What follows belongs to an exercise in optimizing a design on an open flow for small area, a short achievable clock period and few clock cycles per item; a production flow would make more cautious choices. In this exercise RTL edits were held to simulation tests only and were not proved equivalent to the original. Power and IR drop assume default switching activity.

==> flow/design.v <==
package bsm_pkg;
  localparam logic [7:0] OP_HALT = 8'd0;
  localparam logic [7:0] OP_PUSH = 8'd1;
  localparam logic [7:0] OP_POP  = 8'd2;
  localparam logic [7:0] OP_ADD  = 8'd3;
  localparam logic [7:0] OP_SUB  = 8'd4;
  localparam logic [7:0] OP_MUL  = 8'd5;
  localparam logic [7:0] OP_DIV  = 8'd6;
  localparam logic [2:0] ST_OK        = 3'd0;
  localparam logic [2:0] ST_POPPED    = 3'd1;
  localparam logic [2:0] ST_HALTED    = 3'd2;
  localparam logic [2:0] ST_OVERFLOW  = 3'd3;
  localparam logic [2:0] ST_UNDERFLOW = 3'd4;
  localparam logic [2:0] ST_DIVZERO   = 3'd5;
  localparam logic [2:0] ST_UNKNOWN   = 3'd6;
  localparam logic [2:0] ST_STOPPED   = 3'd7;
  typedef struct packed {
    logic [7:0] action;
    logic [7:0] operand_value;
  } in_item_t;
  typedef struct packed {
    logic [2:0] status;
    logic [7:0] result_value;
  } out_item_t;
  typedef struct packed {
    logic       load;       
    logic       rd_en;      
    logic       rd_next;    
    logic       lat_a;
    logic       lat_b;
    logic       wr_en;
    logic       wr_res;     
    logic       cnt_up;
    logic       cnt_dn;
    logic       set_stop;
    logic       alu_go;
    logic       div_go;
    logic       div_take;
    logic       out_load;
    logic [2:0] out_status;
  } cmd_t;
  typedef struct packed {
    logic [7:0] op;
    logic       stopped;
    logic       cnt_zero;
    logic       cnt_lt2;
    logic       cnt_full;
    logic       b_zero;
    logic       div_done;
    logic       out_free;
  } stat_t;
endpackage
module bsm_add3 (
  input  logic [7:0] x,
  input  logic [7:0] y,
  input  logic [7:0] z,
  output logic [7:0] s
);
  wire s1 = x[0] ^ y[0] ^ z[0];
  wire s2 = x[1] ^ y[1] ^ z[1];
  wire s3 = x[2] ^ y[2] ^ z[2];
  wire s4 = x[3] ^ y[3] ^ z[3];
  wire s5 = x[4] ^ y[4] ^ z[4];
  wire s6 = x[5] ^ y[5] ^ z[5];
  wire s7 = x[6] ^ y[6] ^ z[6];
  wire s8 = x[7] ^ y[7] ^ z[7];
  wire s9 = (x[0] & y[0]) | (x[0] & z[0]) | (y[0] & z[0]);
  wire s10 = (x[1] & y[1]) | (x[1] & z[1]) | (y[1] & z[1]);
  wire s11 = (x[2] & y[2]) | (x[2] & z[2]) | (y[2] & z[2]);
  wire s12 = (x[3] & y[3]) | (x[3] & z[3]) | (y[3] & z[3]);
  wire s13 = (x[4] & y[4]) | (x[4] & z[4]) | (y[4] & z[4]);
  wire s14 = (x[5] & y[5]) | (x[5] & z[5]) | (y[5] & z[5]);
  wire s15 = (x[6] & y[6]) | (x[6] & z[6]) | (y[6] & z[6]);
  wire s16 = s1 & 1'b0;
  wire s17 = s2 & s9;
  wire s18 = s3 & s10;
  wire s19 = s4 & s11;
  wire s20 = s5 & s12;
  wire s21 = s6 & s13;
  wire s22 = s7 & s14;
  wire s23 = s8 & s15;
  wire s24 = s1 ^ 1'b0;
  wire s25 = s2 ^ s9;
  wire s26 = s3 ^ s10;
  wire s27 = s4 ^ s11;
  wire s28 = s5 ^ s12;
  wire s29 = s6 ^ s13;
  wire s30 = s7 ^ s14;
  wire s31 = s8 ^ s15;
  wire s32 = s17 | (s25 & s16);
  wire s33 = s25 & s24;
  wire s34 = s19 | (s27 & s18);
  wire s35 = s27 & s26;
  wire s36 = s21 | (s29 & s20);
  wire s37 = s29 & s28;
  wire s38 = s23 | (s31 & s22);
  wire s39 = s31 & s30;
  wire s40 = s18 | (s26 & s32);
  wire s41 = s26 & s33;
  wire s42 = s34 | (s35 & s32);
  wire s43 = s35 & s33;
  wire s44 = s22 | (s30 & s36);
  wire s45 = s30 & s37;
  wire s46 = s38 | (s39 & s36);
  wire s47 = s39 & s37;
  wire s48 = s20 | (s28 & s42);
  wire s49 = s28 & s43;
  wire s50 = s36 | (s37 & s42);
  wire s51 = s37 & s43;
  wire s52 = s44 | (s45 & s42);
  wire s53 = s45 & s43;
  wire s54 = s46 | (s47 & s42);
  wire s55 = s47 & s43;
  wire s56 = s25 ^ s16;
  wire s57 = s26 ^ s32;
  wire s58 = s27 ^ s40;
  wire s59 = s28 ^ s42;
  wire s60 = s29 ^ s48;
  wire s61 = s30 ^ s50;
  wire s62 = s31 ^ s52;
  assign s = {s62, s61, s60, s59, s58, s57, s56, s24};
endmodule
module bsm_mul_csa (
  input  logic [7:0] a,
  input  logic [7:0] b,
  output logic [7:0] x,
  output logic [7:0] y,
  output logic [7:0] z
);
  wire t1 = a[0] & b[0];
  wire t2 = a[1] & b[0];
  wire t3 = a[2] & b[0];
  wire t4 = a[3] & b[0];
  wire t5 = a[4] & b[0];
  wire t6 = a[5] & b[0];
  wire t7 = a[6] & b[0];
  wire t8 = a[7] & b[0];
  wire t9 = a[0] & b[1];
  wire t10 = a[1] & b[1];
  wire t11 = a[2] & b[1];
  wire t12 = a[3] & b[1];
  wire t13 = a[4] & b[1];
  wire t14 = a[5] & b[1];
  wire t15 = a[6] & b[1];
  wire t16 = a[0] & b[2];
  wire t17 = a[1] & b[2];
  wire t18 = a[2] & b[2];
  wire t19 = a[3] & b[2];
  wire t20 = a[4] & b[2];
  wire t21 = a[5] & b[2];
  wire t22 = a[0] & b[3];
  wire t23 = a[1] & b[3];
  wire t24 = a[2] & b[3];
  wire t25 = a[3] & b[3];
  wire t26 = a[4] & b[3];
  wire t27 = a[0] & b[4];
  wire t28 = a[1] & b[4];
  wire t29 = a[2] & b[4];
  wire t30 = a[3] & b[4];
  wire t31 = a[0] & b[5];
  wire t32 = a[1] & b[5];
  wire t33 = a[2] & b[5];
  wire t34 = a[0] & b[6];
  wire t35 = a[1] & b[6];
  wire t36 = a[0] & b[7];
  wire t37 = t7 ^ t14;
  wire t38 = t7 & t14;
  wire t39 = t8 ^ t15 ^ t21;
  wire t40 = t26 ^ t30;
  wire t41 = t5 ^ t12;
  wire t42 = t5 & t12;
  wire t43 = t6 ^ t13 ^ t19;
  wire t44 = (t6 & t13) | (t6 & t19) | (t13 & t19);
  wire t45 = t24 ^ t28;
  wire t46 = t24 & t28;
  wire t47 = t20 ^ t25 ^ t29;
  wire t48 = (t20 & t25) | (t20 & t29) | (t25 & t29);
  wire t49 = t32 ^ t34 ^ t37;
  wire t50 = (t32 & t34) | (t32 & t37) | (t34 & t37);
  wire t51 = t33 ^ t35 ^ t36;
  wire t52 = t39 ^ t40 ^ t38;
  wire t53 = t4 ^ t11;
  wire t54 = t4 & t11;
  wire t55 = t18 ^ t23 ^ t27;
  wire t56 = (t18 & t23) | (t18 & t27) | (t23 & t27);
  wire t57 = t31 ^ t43 ^ t45;
  wire t58 = (t31 & t43) | (t31 & t45) | (t43 & t45);
  wire t59 = t47 ^ t49 ^ t44;
  wire t60 = (t47 & t49) | (t47 & t44) | (t49 & t44);
  wire t61 = t51 ^ t52 ^ t48;
  assign x = {t50, t46, t42, t41, t17, t3, t2, t1};
  assign y = {t61, t59, t57, t55, t22, t10, t9, 1'b0};
  assign z = {t60, t58, t56, t54, t53, t16, 1'b0, 1'b0};
endmodule
module byte_stack_machine (
  input  logic       clk_i,
  input  logic       rst_ni,
  input  logic       in_valid_i,
  output logic       in_stall_o,
  input  logic [7:0] in_action_i,
  input  logic [7:0] in_operand_i,
  output logic       out_valid_o,
  input  logic       out_stall_i,
  output logic [2:0] out_status_o,
  output logic [7:0] out_value_o
);
  localparam int DEPTH = 255;
  logic       ir_v;
  logic       ir_push, ir_pop, ir_bin, ir_halt;
  logic [1:0] ir_alu;   
  logic [7:0] ir_opd;
  logic       dn_q, up_q, hold_n_q;
  logic       stall_q;
  logic [7:0] e0;
  logic [7:0] q [DEPTH];
  logic [7:0] cnt_q;
  logic       zero_q, lt2_q, full_q, stop_q;
  logic       busy_q;                
  logic       pend_q;                
  logic [1:0] k_q;
  logic [7:0] mx_q, my_q, mz_q;
  logic [7:0] rem_q, dvs_q;
  logic [9:0] dvs3_q;
  logic       mv_q, sv_q;
  logic [2:0] ms_q, ss_q;
  logic [7:0] mval_q, sval_q;
  logic [7:0] a, b, prod, top;
  assign a    = e0;
  assign b    = ~q[1];
  logic  b_zero;
  assign b_zero = (b == 8'd0);
  bsm_add3 u_prod (.x(mx_q), .y(my_q), .z(mz_q), .s(prod));
  assign top  = pend_q ? prod : e0;    
  logic go, accept;
  assign go     = ir_v & ~busy_q & ~sv_q & ~(pend_q & ir_bin);
  assign accept = in_valid_i & ~stall_q;
  assign in_stall_o = stall_q;
  logic is_mul, is_div;
  assign is_mul = (ir_alu == 2'd2);
  assign is_div = (ir_alu == 2'd3);
  logic mul_issue, div_issue;
  assign mul_issue = up_q & ir_bin & is_mul;
  assign div_issue = up_q & ir_bin & is_div;
  logic [2:0] res_st;
  logic [7:0] res_val;
  always_comb begin
    res_val = 8'd0;
    if (stop_q)            res_st = 3'd7;
    else if (ir_halt)      res_st = 3'd2;
    else if (ir_push)      res_st = full_q ? 3'd3 : 3'd0;
    else if (ir_pop) begin
      res_st  = zero_q ? 3'd4 : 3'd1;
      res_val = zero_q ? 8'd0 : top;
    end else if (ir_bin)   res_st = lt2_q ? 3'd4 : ((is_div & b_zero) ? 3'd5 : 3'd0);
    else                   res_st = 3'd6;
  end
  logic [7:0] mx, my, mz;
  bsm_mul_csa u_mul (.a(a), .b(b), .x(mx), .y(my), .z(mz));
  logic       lt_b, lt_2b;
  logic [1:0] dcls;    
  logic [7:0] rem0, quo0;
  assign lt_b  = (a < b);
  assign lt_2b = ({1'b0, a} < {b, 1'b0});
  always_comb begin
    if (b[7:6] != 2'b00)      dcls = 2'd0;
    else if (b[5:4] != 2'b00) dcls = 2'd1;
    else if (b[3:2] != 2'b00) dcls = 2'd2;
    else                      dcls = 2'd3;
    case (dcls)
      2'd0:    begin rem0 = {2'b0, a[7:2]}; quo0 = {a[1:0], 6'b0}; end
      2'd1:    begin rem0 = {4'b0, a[7:4]}; quo0 = {a[3:0], 4'b0}; end
      2'd2:    begin rem0 = {6'b0, a[7:6]}; quo0 = {a[5:0], 2'b0}; end
      default: begin rem0 = 8'd0;           quo0 = a;              end
    endcase
  end
  logic [7:0] top_up;
  always_comb begin
    if (ir_pop)      top_up = b;
    else if (is_div) top_up = lt_2b ? {7'd0, ~lt_b} : quo0;
    else if (ir_alu == 2'd1) top_up = a - b;
    else             top_up = a + b;
  end
  logic [9:0] dt, d1, d2, d3;
  logic [1:0] qd;
  logic [7:0] rem_n;
  assign dt = {rem_q, a[7:6]};
  assign d1 = dt - {2'b0, dvs_q};
  assign d2 = dt - {1'b0, dvs_q, 1'b0};
  assign d3 = dt - dvs3_q;
  always_comb begin
    if (dt >= dvs3_q)                    begin qd = 2'd3; rem_n = d3[7:0]; end
    else if (dt >= {1'b0, dvs_q, 1'b0})  begin qd = 2'd2; rem_n = d2[7:0]; end
    else if (dt >= {2'b0, dvs_q})        begin qd = 2'd1; rem_n = d1[7:0]; end
    else                                 begin qd = 2'd0; rem_n = dt[7:0]; end
  end
  logic e0_keep, e0_fwd;
  assign e0_fwd  = pend_q & ~dn_q & ~up_q;
  assign e0_keep = ~(dn_q | up_q | busy_q | pend_q);
  always_ff @(posedge clk_i) begin
    e0 <= ({8{dn_q}} & ir_opd) | ({8{up_q}} & top_up) | ({8{busy_q}} & {a[5:0], qd})
        | ({8{e0_fwd}} & prod) | ({8{e0_keep}} & e0);
  end
  assign q[0] = top;
  for (genvar i = 1; i < DEPTH; i++) begin : g_row
    logic [7:0] nxt;
    if (i == DEPTH - 1) begin : g_last
      assign nxt = 8'd0;
    end else begin : g_mid
      assign nxt = q[i+1];
    end
    always_ff @(posedge clk_i) begin
      q[i] <= ~(({8{dn_q}} & q[i-1]) | ({8{up_q}} & nxt) | ~({8{hold_n_q}} | q[i]));
    end
  end
  logic       busy_n, pend_n;
  always_comb begin
    busy_n = busy_q;
    if (div_issue && !lt_2b)             busy_n = 1'b1;
    else if (busy_q && k_q == 2'd0)      busy_n = 1'b0;
  end
  assign pend_n = mul_issue;
  always_ff @(posedge clk_i or negedge rst_ni) begin
    if (!rst_ni) begin
      busy_q <= 1'b0;
      pend_q <= 1'b0;
    end else begin
      busy_q <= busy_n;
      pend_q <= pend_n;
    end
  end
  always_ff @(posedge clk_i) begin
    mx_q <= mx;
    my_q <= my;
    mz_q <= mz;
    rem_q <= ({8{up_q}} & rem0) | ({8{~up_q}} & rem_n);
  end
  always_ff @(posedge clk_i) begin
    if (up_q) begin
      dvs_q      <= b;
      dvs3_q     <= {2'b0, b} + {1'b0, b, 1'b0};
      k_q        <= dcls;
    end else if (busy_q) begin
      k_q   <= k_q - 2'd1;
    end
  end
  logic m_take, sv_n;
  assign m_take = ~mv_q | ~out_stall_i;
  assign sv_n   = m_take ? 1'b0 : (sv_q | go);
  always_ff @(posedge clk_i or negedge rst_ni) begin
    if (!rst_ni) begin
      mv_q <= 1'b0;
      sv_q <= 1'b0;
    end else begin
      if (m_take) mv_q <= sv_q | go;
      sv_q <= sv_n;
    end
  end
  logic m_from_s, m_from_r;
  assign m_from_s = m_take & sv_q;
  assign m_from_r = m_take & ~sv_q;
  always_ff @(posedge clk_i) begin
    ms_q   <= ({3{m_from_s}} & ss_q) | ({3{m_from_r}} & res_st) | ({3{~m_take}} & ms_q);
    mval_q <= ({8{m_from_s}} & sval_q) | ({8{m_from_r}} & res_val) | ({8{~m_take}} & mval_q);
    if (!sv_q) begin
      ss_q   <= res_st;
      sval_q <= res_val;
    end
  end
  assign out_valid_o  = mv_q;
  assign out_status_o = ms_q;
  assign out_value_o  = mval_q;
  logic       ir_v_n;
  logic       n_push, n_pop, n_bin;
  logic [7:0] cnt_n;
  logic       zero_n, lt2_n, full_n, stop_n, go_n, run_n, dn_n, up_n;
  assign ir_v_n = accept | (ir_v & ~go);
  assign n_push = accept ? (in_action_i == 8'd1) : ir_push;
  assign n_pop  = accept ? (in_action_i == 8'd2) : ir_pop;
  assign n_bin  = accept ? ((in_action_i >= 8'd3) && (in_action_i <= 8'd6)) : ir_bin;
  always_comb begin
    cnt_n = cnt_q;
    if (dn_q)      cnt_n = cnt_q + 8'd1;
    else if (up_q) cnt_n = cnt_q - 8'd1;
  end
  assign zero_n = dn_q ? 1'b0 : (up_q ? (cnt_q == 8'd1) : zero_q);
  assign lt2_n  = dn_q ? zero_q : (up_q ? (cnt_q <= 8'd2) : lt2_q);
  assign full_n = dn_q ? (cnt_q == 8'(DEPTH - 1)) : (up_q ? 1'b0 : full_q);
  logic err;
  assign err    = ir_halt | ~(ir_push | ir_pop | ir_bin) | (ir_push & full_q) | (ir_pop & zero_q)
                | (ir_bin & (lt2_q | (is_div & b_zero)));
  assign stop_n = stop_q | (go & err);
  assign go_n   = ir_v_n & ~busy_n & ~sv_n & ~(pend_n & n_bin);
  assign run_n  = go_n & ~stop_n;
  assign dn_n   = run_n & n_push;
  assign up_n   = run_n & (n_pop | n_bin);
  always_ff @(posedge clk_i or negedge rst_ni) begin
    if (!rst_ni) begin
      ir_v    <= 1'b0;
      dn_q    <= 1'b0;
      up_q    <= 1'b0;
      hold_n_q <= 1'b0;
      stall_q <= 1'b0;
      cnt_q   <= 8'd0;
      zero_q  <= 1'b1;
      lt2_q   <= 1'b1;
      full_q  <= 1'b0;
      stop_q  <= 1'b0;
    end else begin
      ir_v    <= ir_v_n;
      dn_q    <= dn_n;
      up_q    <= up_n;
      hold_n_q <= dn_n | up_n;
      stall_q <= ir_v_n & ~go_n;
      cnt_q   <= cnt_n;
      zero_q  <= zero_n;
      lt2_q   <= lt2_n;
      full_q  <= full_n;
      stop_q  <= stop_n;
    end
  end
  always_ff @(posedge clk_i) begin
    if (accept) begin
      ir_push <= (in_action_i == 8'd1);
      ir_pop  <= (in_action_i == 8'd2);
      ir_bin  <= (in_action_i >= 8'd3) && (in_action_i <= 8'd6);
      ir_halt <= (in_action_i == 8'd0);
      ir_alu  <= 2'(in_action_i[2:0] - 3'd3);
      ir_opd  <= in_operand_i;
    end
  end
endmodule
==> flow/run.sh <==
#!/bin/bash
# synth_recipe.tcl (not shown) runs the flow's synth.tcl, then flattens the netlist and writes it again
# the make line also repeats each setting of config.mk as NAME=value (left out here)
make -C /OpenROAD-flow-scripts/flow DESIGN_CONFIG=/design/flow/config.mk WORK_HOME=/design/flow/orfs CLKGATE_MAP_FILE= SYNTH_SCRIPT=/design/flow/synth_recipe.tcl finish
==> flow/config.mk <==
export PLATFORM = sky130hd
export DESIGN_NAME = byte_stack_machine
export DESIGN_NICKNAME = byte_stack_machine
export VERILOG_FILES = /design/flow/design.v
export SDC_FILE = /design/flow/constraint.sdc
export NUM_CORES = 4
export LEC_CHECK = 0
export CAP_MARGIN = 20
export CORE_MARGIN = 2
export CORE_UTILIZATION = 70
export CTS_CLUSTER_DIAMETER = 100
export CTS_CLUSTER_SIZE = 24
export PLACE_DENSITY = 0.8
export SETUP_SLACK_MARGIN = 3.45
export SLEW_MARGIN = 20
==> flow/constraint.sdc <==
create_clock -name core_clock -period 6.0 [get_ports {clk_i}]
set_input_delay 1.2000 -clock core_clock [delete_from_list [all_inputs] [get_ports {clk_i}]]
set_output_delay 1.2000 -clock core_clock [all_outputs]
set_load 0.01 [all_outputs]
==> results of run 1 <==
-- repair_timing --
action | CTS | global route
cloned | 0 | 5
setup buffers | 7 | 14
resized for setup | 66 | 70
pin swaps | 6 | 22
endpoints found under the setup margin | 1081 | 895
-- cell usage after synthesis (30+ instances only) --
| cell | instances | area share (%) |
|---|---|---|
| nand2_1 | 74 | 0.36 |
| nor2_1 | 2111 | 10 |
| dfxtp_1 | 2083 | 55 |
| clkbuf_1 | 635 | 3.1 |
| a21oi_1 | 56 | 0.37 |
| buf_1 | 68 | 0.33 |
| edfxtp_1 | 41 | 1.6 |
| xnor2_1 | 30 | 0.34 |
| inv_1 | 81 | 0.40 |
| o21ai_0 | 35 | 0.23 |
| a221oi_1 | 2028 | 23 |
| ha_1 | 80 | 1.3 |
-- sequential cells by signal, summed over array words and instances, names as in the netlist, 2 cells and up --
register  count
cnt_q         8
dvs3_q        9
dvs_q         8
e0            8
ir_alu        2
ir_opd        8
k_q           2
ms_q          3
mval_q        8
mx_q          8
my_q          7
mz_q          6
q          2032
rem_q         8
ss_q          3
sval_q        8
-- stage by stage --
stage	cell area [sq um]	setup WS, ns	utilization [%]	hold slack, ns
floorplan	76430	3.473	-	0.4212
detailed placement	76520	2.837	70.49	0.4455
global placement	76520	2.849	70.49	0.4308
global route	79720	3.207	73.44	0.4579
CTS	79310	3.303	73.06	0.4603
finish	79730	3.277	73.45	0.4446
-- layer usage --
layer | GRT usage, % | wire length, microns | up-vias
li1 | - | - | 27940
met1 | 32.44 | 67130 | 28770
met2 | 42.16 | 69390 | 1095
met3 | 2.602 | 5124 | 198
met4 | 5.597 | 2674 | 0
met5 | 0 | 0 | -
-- power by group through the flow --
stage | clock network [mW] | registers, mW | logic [mW]
after floorplan | 0 | 15.0 | 0.809
after global placement | 0 | 15.1 | 0.974
after detailed placement | 0 | 15.1 | 1.01
after CTS | 7.44 | 14.7 | 1.03
after global routing | 7.90 | 14.8 | 1.26
final | 7.23 | 14.7 | 1.15
-- cells by family after synthesis --
logic type                 share of synthesized area (%)
AOI/OAI and AO/OA                                  25.11
and+or+nand+nor                                    11.47
adders and majority gates                          1.808
muxes                                             0.2849
DFF                                                56.87
xor gates and xnor gates                          0.5272
buffers and inverters                              3.925
-- layout make-up --
type,instances,area share [%]
clock inverters,3,0.04708
inverters,83,0.4033
flip-flops and latches,2145,54.57
well taps,1414,2.219
multi-input cells,4677,37.87
diodes,2,0.006277
clock buffers,108,3.216
repair buffers,108,1.671
-- how the worst max path moves through the flow --
stage,startpoint,end,cells past startpoint,slack [ns]
floorplan,mx_q[2]$_DFF_P_,e0[4]$_DFF_P_,9,3.47
global placement,in_action_i[0],hold_n_q$_DFF_PN0_,9,2.85
detailed placement,in_action_i[0],hold_n_q$_DFF_PN0_,9,2.84
CTS,mx_q[2]$_DFF_P_,e0[4]$_DFF_P_,9,3.30
global route,mx_q[2]$_DFF_P_,e0[4]$_DFF_P_,9,3.21
finish,mx_q[2]$_DFF_P_,e0[4]$_DFF_P_,9,3.28
-- layout by cell type, fill, tap and decap left out, types with 15 or more instances in the layout --
cell and n:
xor2_1 16, nor2_1 2110, clkdlybuf4s50_1 18, buf_12 21
dfrtp_1 16, xnor2_1 29, dfxtp_1 2066, edfxtp_1 41
nor3_1 16, mux2i_1 17, buf_4 36, nand2_1 73
inv_1 74, nor2b_1 18, fa_1 15, clkbuf_16 105
a21oi_1 52, a221oi_1 2026, o21ai_0 31, ha_1 73
-- worst max-delay path, cell delays in order (launching register included) --
cell      delay [ns]
dfxtp_2         0.33
fa_1            0.53
ha_1            0.13
inv_1           0.05
fa_2            0.35
inv_2           0.07
fa_2            0.46
a22o_1          0.25
a222oi_1        0.34
o21ai_1         0.11
==> flow_summary.toml, run 1 <==
[synthesis]
synth_fp_nets = 7734
ys_seq_area_share_pct = 56.87
async_flop_share_pct = 0.9790
yosys_most_used_dff = "dfxtp_1"
synth_warnings = 2
syn_area_sq_um = 76410
synth-seq-cells = 2145
netlist_instances = 7615
synth_edf_count = 41
synth.avg_cell_area_sq_um = 10.03
synthDistinctLibCells = 77

[worst_setup_path]
critPathRequiredTime_ns = 6.59
r2r_cells = 9
worstSetupStartpointType = "flip-flop"
arrival_ns = 3.31
r2r-end = "e0[4]$_DFF_P_"
reg2reg_from = "mx_q[2]$_DFF_P_"
crit_type = "reg2reg"
worstPathMaxFanout = 2
cp-end-kind = "flip-flop"
r2r_setup_slack_ns = 3.28

[clock_tree]
cts_tree = "built"
clock_latency_ns = 0.71
cts_buffers = 99
clock_path_buffers = 3
cts_hold_buf = 0
h-tree-depth = 3
clk_pin_slew_ns = 0.11
root_buffer = "clkbuf_16"
clock_sinks = 2145

[floorplanning]
die_w_microns = 334.4
core_sq_um = 108600
start_util_pct = 70.40
die_h_microns = 334.4
fp.dieArea_sq_um = 111800
rows = 121
ioPinCount = 33

[sta]
slew_viol_final = 0
worstMarginPinSlew_ns = 1.342
min_period_over_period_pct = 45.38
clock.fmax_ghz = 0.3673
slew_headroom_pct = 10.53
setup_tns_ns = 0
finalCriticalPeriod_ns = 2.723
skew_ns = 0.02170
rsz0062_at_grt = "true"
setup_viol = 0
hold_viol_final = 0

[power_and_ir_drop]
switching_share_pct = 21.65
power_leakage_nw = 28.97
power_density_nw_per_um2 = 290.0
finalPower_mw = 23.12
pwr-share-clk_pct = 31.3
peakVddDrop_v = 0.0002430
seqPwrFrac_pct = 63.8
p_int_mw = 18.12
p_switching_mw = 5.005
p_comb_share_pct = 5.0

[route]
avgViaCountPerCell = 6.792
drt-pass1-iter-count = 8
drt_wl_total_microns = 144300
num_vias = 58010
drc = 0
final_antenna_net_count = 0
wire_per_inst_microns = 16.90
initialDrtViolationCount = 5201

[global_routing]
grt_max_degree = 270
grt_pass1_vias = 53610
grt_overflow = 0
grtUsageTotal_pct = 24.19
grt_antenna_before_repair = 2
grt_pass1_wl_microns = 243600

[layout]
final_cells = 8540
multiInputGateArea_sq_um = 30190
nets = 7233
seqCellArea_sq_um = 43510
fill_cells = 7637
syn_to_final_growth_pct = 4.337
drive_above_1_share_pct = 3.902

[place]
dp_hpwl_microns = 80380
placedCellCount = 8401
gp_congestion = 0.9032
io_buffers = 32

[hold_path]
hp-class = "in2async"

[job]
maxCapViolations = 0

[run_status]
outcome = "finished clean"
Testbench counts, summed over its fixed seeds: cycles 17,507, items 16,000.
==> inputs of run 2 (changes only) <==
--- a/flow/config.mk
+++ b/flow/config.mk
@@ -8,8 +8,8 @@
 export CAP_MARGIN = 20
 export CORE_MARGIN = 2
-export CORE_UTILIZATION = 70
+export CORE_UTILIZATION = 62
 export CTS_CLUSTER_DIAMETER = 100
 export CTS_CLUSTER_SIZE = 24
-export PLACE_DENSITY = 0.8
-export SETUP_SLACK_MARGIN = 3.45
+export PLACE_DENSITY = 0.75
+export SETUP_SLACK_MARGIN = 3.5
 export SLEW_MARGIN = 20
==> flow_summary.toml, run 2 <==
[floorplanning]
die_w_microns = 355.1
fp.dieArea_sq_um = 126100
ioPinCount = 33
core_sq_um = 122000
start_util_pct = 62.62
die_h_microns = 355.1
rows = 128

[worst_setup_path]
cpMaxStageDelayCell = "fa_1"
critPathRequiredTime_ns = 6.63
r2r_cells = 11
crit_type = "reg2reg"
reg2reg_from = "mx_q[2]$_DFF_P_"
arrival_ns = 3.33
cp_cell_sequence = "fa_1 > ha_1 > inv_1 > fa_2 > nor2b_1 > o31a_1 > nor2_1 > xnor2_2 > o21ai_0 > a21o_1 > a211o_1"
worstPathMaxFanout = 2
cp-end-kind = "flip-flop"
max_stage_delay_ns = 0.54
r2r_setup_slack_ns = 3.30
worstSetupStartpointType = "flip-flop"
r2r-end = "e0[7]$_DFF_P_"

[route]
drt-pass1-iter-count = 8
initialDrtViolationCount = 5807
drc = 0
num_vias = 57690
wire_per_inst_microns = 16.47
drt_wl_total_microns = 144400
avgViaCountPerCell = 6.579
final_antenna_net_count = 0

[layout]
largest_registers = "q (2032), dvs3_q (9)"
syn_to_final_growth_pct = 4.930
regMostFlops = "q"
largest_register_ffs = 2032
final_cell_mix = "nor2_1 (2,111), dfxtp_1 (2,055), a221oi_1 (2,026)"
nets = 7249
drive_above_1_share_pct = 4.297
final_common_cell = "nor2_1"
antennaDiodeCount = 0

[power_and_ir_drop]
switching_share_pct = 21.83
p_int_mw = 18.16
power_density_nw_per_um2 = 289.7
p_switching_mw = 5.071
power_leakage_nw = 29.10
peakVddDrop_v = 0.0002780
p_comb_share_pct = 5.0
seqPwrFrac_pct = 63.5
pwr-share-clk_pct = 31.5

[global_routing]
grt_antenna_before_repair = 0
grt_pass1_vias = 53390
grt_max_degree = 281
grtUsageTotal_pct = 21.50
grt_overflow = 0
grt_pass1_wl_microns = 245000

[clock_tree]
cts_hold_buf = 0
root_buffer = "clkbuf_16"
clock_sinks = 2145
clock_path_buffers = 3
h-tree-depth = 3
cts_tree = "built"
clock_latency_ns = 0.72
cts_buffers = 99
clk_pin_slew_ns = 0.10

[synthesis]
yosysTopAreaCellShare_pct = 54.57
syn_area_sq_um = 76410
synth-seq-cells = 2145
synthSimpleGateAreaFrac_pct = 11.47
yosys-top-cells-count = "nor2_1 (2,111), dfxtp_1 (2,083), a221oi_1 (2,028)"
async_flop_share_pct = 0.9790
synth_fp_nets = 7734
netlist_instances = 7615
synth.area.top_cells = "dfxtp_1 (55%), a221oi_1 (23%), nor2_1 (10%)"
ys_seq_area_share_pct = 56.87
synth_top_family_by_area = "compound AO/OA/AOI/OAI gates"
yosysTopAreaCell = "dfxtp_1"
yosys_most_used_dff = "dfxtp_1"
synth_warnings = 2
synthDistinctLibCells = 77
synth.avg_cell_area_sq_um = 10.03
yosys.area_share.xor_xnor_pct = 0.5272
synthMuxAreaShare_pct = 0.2849
synth.most_common_cell = "nor2_1"
synth_compound_area_share_pct = 25.11
synth_adder_area_share_pct = 1.808
synth_edf_count = 41

[sta]
setup_ws_ns = 3.300
rsz0062_at_grt = "true"
slew_headroom_pct = 32.14
whs_ns = 0.4140
min_period_over_period_pct = 45.00
worstMarginPinSlew_ns = 1.014
skew_ns = 0.02839
hold_viol_final = 0
setup_tns_ns = 0
slew_viol_final = 0
finalCriticalPeriod_ns = 2.700
clock.fmax_ghz = 0.3704
setup_viol = 0

[place]
place_ws_ns = 2.771
gp_congestion = 0.8966
io_buffers = 32
dp_hpwl_microns = 79810

[hold_path]
hp-class = "in2async"

[job]
maxCapViolations = 0

[run_status]
outcome = "finished clean"
-- run 2: cell counts after synthesis --
Identical to the previous run, type by type.
-- run 2: logic make-up after synthesis --
kind of cell             count (synthesis)
AND/OR/NAND/NOR                       2276
flip-flops                            2145
multiplexers                            21
adder cells (fa/ha/maj)                 99
XOR/XNOR                                46
AO/OA/AOI/OAI                         2234
buffers and inverters                  794
-- run 2: metal layers --
metal  track usage (%)  up-vias  share of wire, %
met4             4.441        0               1.3
met5                 0        -                 0
met3             2.554      150               3.9
li1                  -    27990                 -
met1             28.99    28460                48
met2             37.27     1092                47
-- run 2: power by group through the flow --
stage	Clock, mW	Sequential [mW]	Combinational [mW]
final	7.32	14.8	1.16
after global routing	8.04	14.8	1.29
after CTS	7.58	14.8	1.05
after detailed placement	0	15.1	1.02
after global placement	0	15.1	0.988
after floorplan	0	15.0	0.809
-- run 2: layout make-up --
class,count,area [sq um]
clock buffers,110,2582
clock inverters,5,73.82
fillers,9409,41860
inverters,83,330.3
multi-input cells,4677,30160
flip-flops and latches,2145,43530
well taps,1625,2033
repair buffers,124,1476
-- run 2: worst max-delay path: cells and delay by family (launching register included) --
family	cells	cell delay (ns)
adders and majority gates	3	1.04
xor gates and xnor gates	1	0.20
buffers and inverters	1	0.05
AOI/OAI and AO/OA	4	0.74
DFF	1	0.34
and+or+nand+nor	2	0.24
-- run 2: worst max path at each step --
stage          cells past startpoint                 end       startpoint
6_report                          11       e0[7]$_DFF_P_  mx_q[2]$_DFF_P_
5_1_grt                            9       e0[4]$_DFF_P_  mx_q[2]$_DFF_P_
4_1_cts                            9       e0[4]$_DFF_P_  mx_q[2]$_DFF_P_
3_5_place_dp                       9  hold_n_q$_DFF_PN0_   in_action_i[0]
3_3_place_gp                       9  hold_n_q$_DFF_PN0_   in_action_i[0]
2_1_floorplan                     10    rem_q[0]$_DFF_P_    e0[6]$_DFF_P_
-- run 2: repair_timing --
item,in CTS,in global routing
setup endpoints to repair,977,960
cloned,1,4
pin swaps,10,24
hold endpoints to repair,0,0
buffers inserted,15,17
gates resized for setup,118,52
-- run 2: metrics by stage --
stage | utilization (%) | total power [mW] | instances | cell area (sq um)
detailed placement | 62.91 | 16.10 | 8616 | 76780
CTS | 65.31 | 23.38 | 8747 | 79700
floorplan | - | 15.82 | 7615 | 76430
global route | 65.70 | 24.12 | 8769 | 80180
global placement | 62.91 | 16.06 | 8616 | 76780
finish | 65.70 | 23.23 | 8769 | 80180

-- port drivers added, routing unchanged --
Ports are ideal in the flow. The routed layouts listed here were re-timed in OpenROAD. Step 1 (the two cells are an assumption about what drives the block):
set clk [get_ports {clk_i}]
set_driving_cell -lib_cell sky130_fd_sc_hd__clkbuf_16 $clk
set_driving_cell -lib_cell sky130_fd_sc_hd__buf_2 [delete_from_list [all_inputs] $clk]
Step 2 times the ports against the registers' clock, not the clock port: input delays grow and output delays shrink by t, the midpoint of the rising clock arrivals with the driver on. Slacks: no drivers / after step 1 / after step 2; pairs: no drivers / after step 1.
| run | t (ns) | slack for setup (ns) | worst hold slack (ns) | worst register clock-pin slew, ns |
|---|---|---|---|---|
| run 1 | 0.774 | 3.277 / 3.277 / 2.862 | 0.445 / 0.454 / 0.454 | 0.11 / 0.11 |
| run 2 | 0.786 | 3.300 / 3.300 / 2.861 | 0.414 / 0.371 / 0.458 | 0.10 / 0.10 |
After both steps setup and hold are still met in every run listed. The setup slack of run 2, which loses most, moves by 0.000 ns with the drivers and by -0.439 ns with both steps.
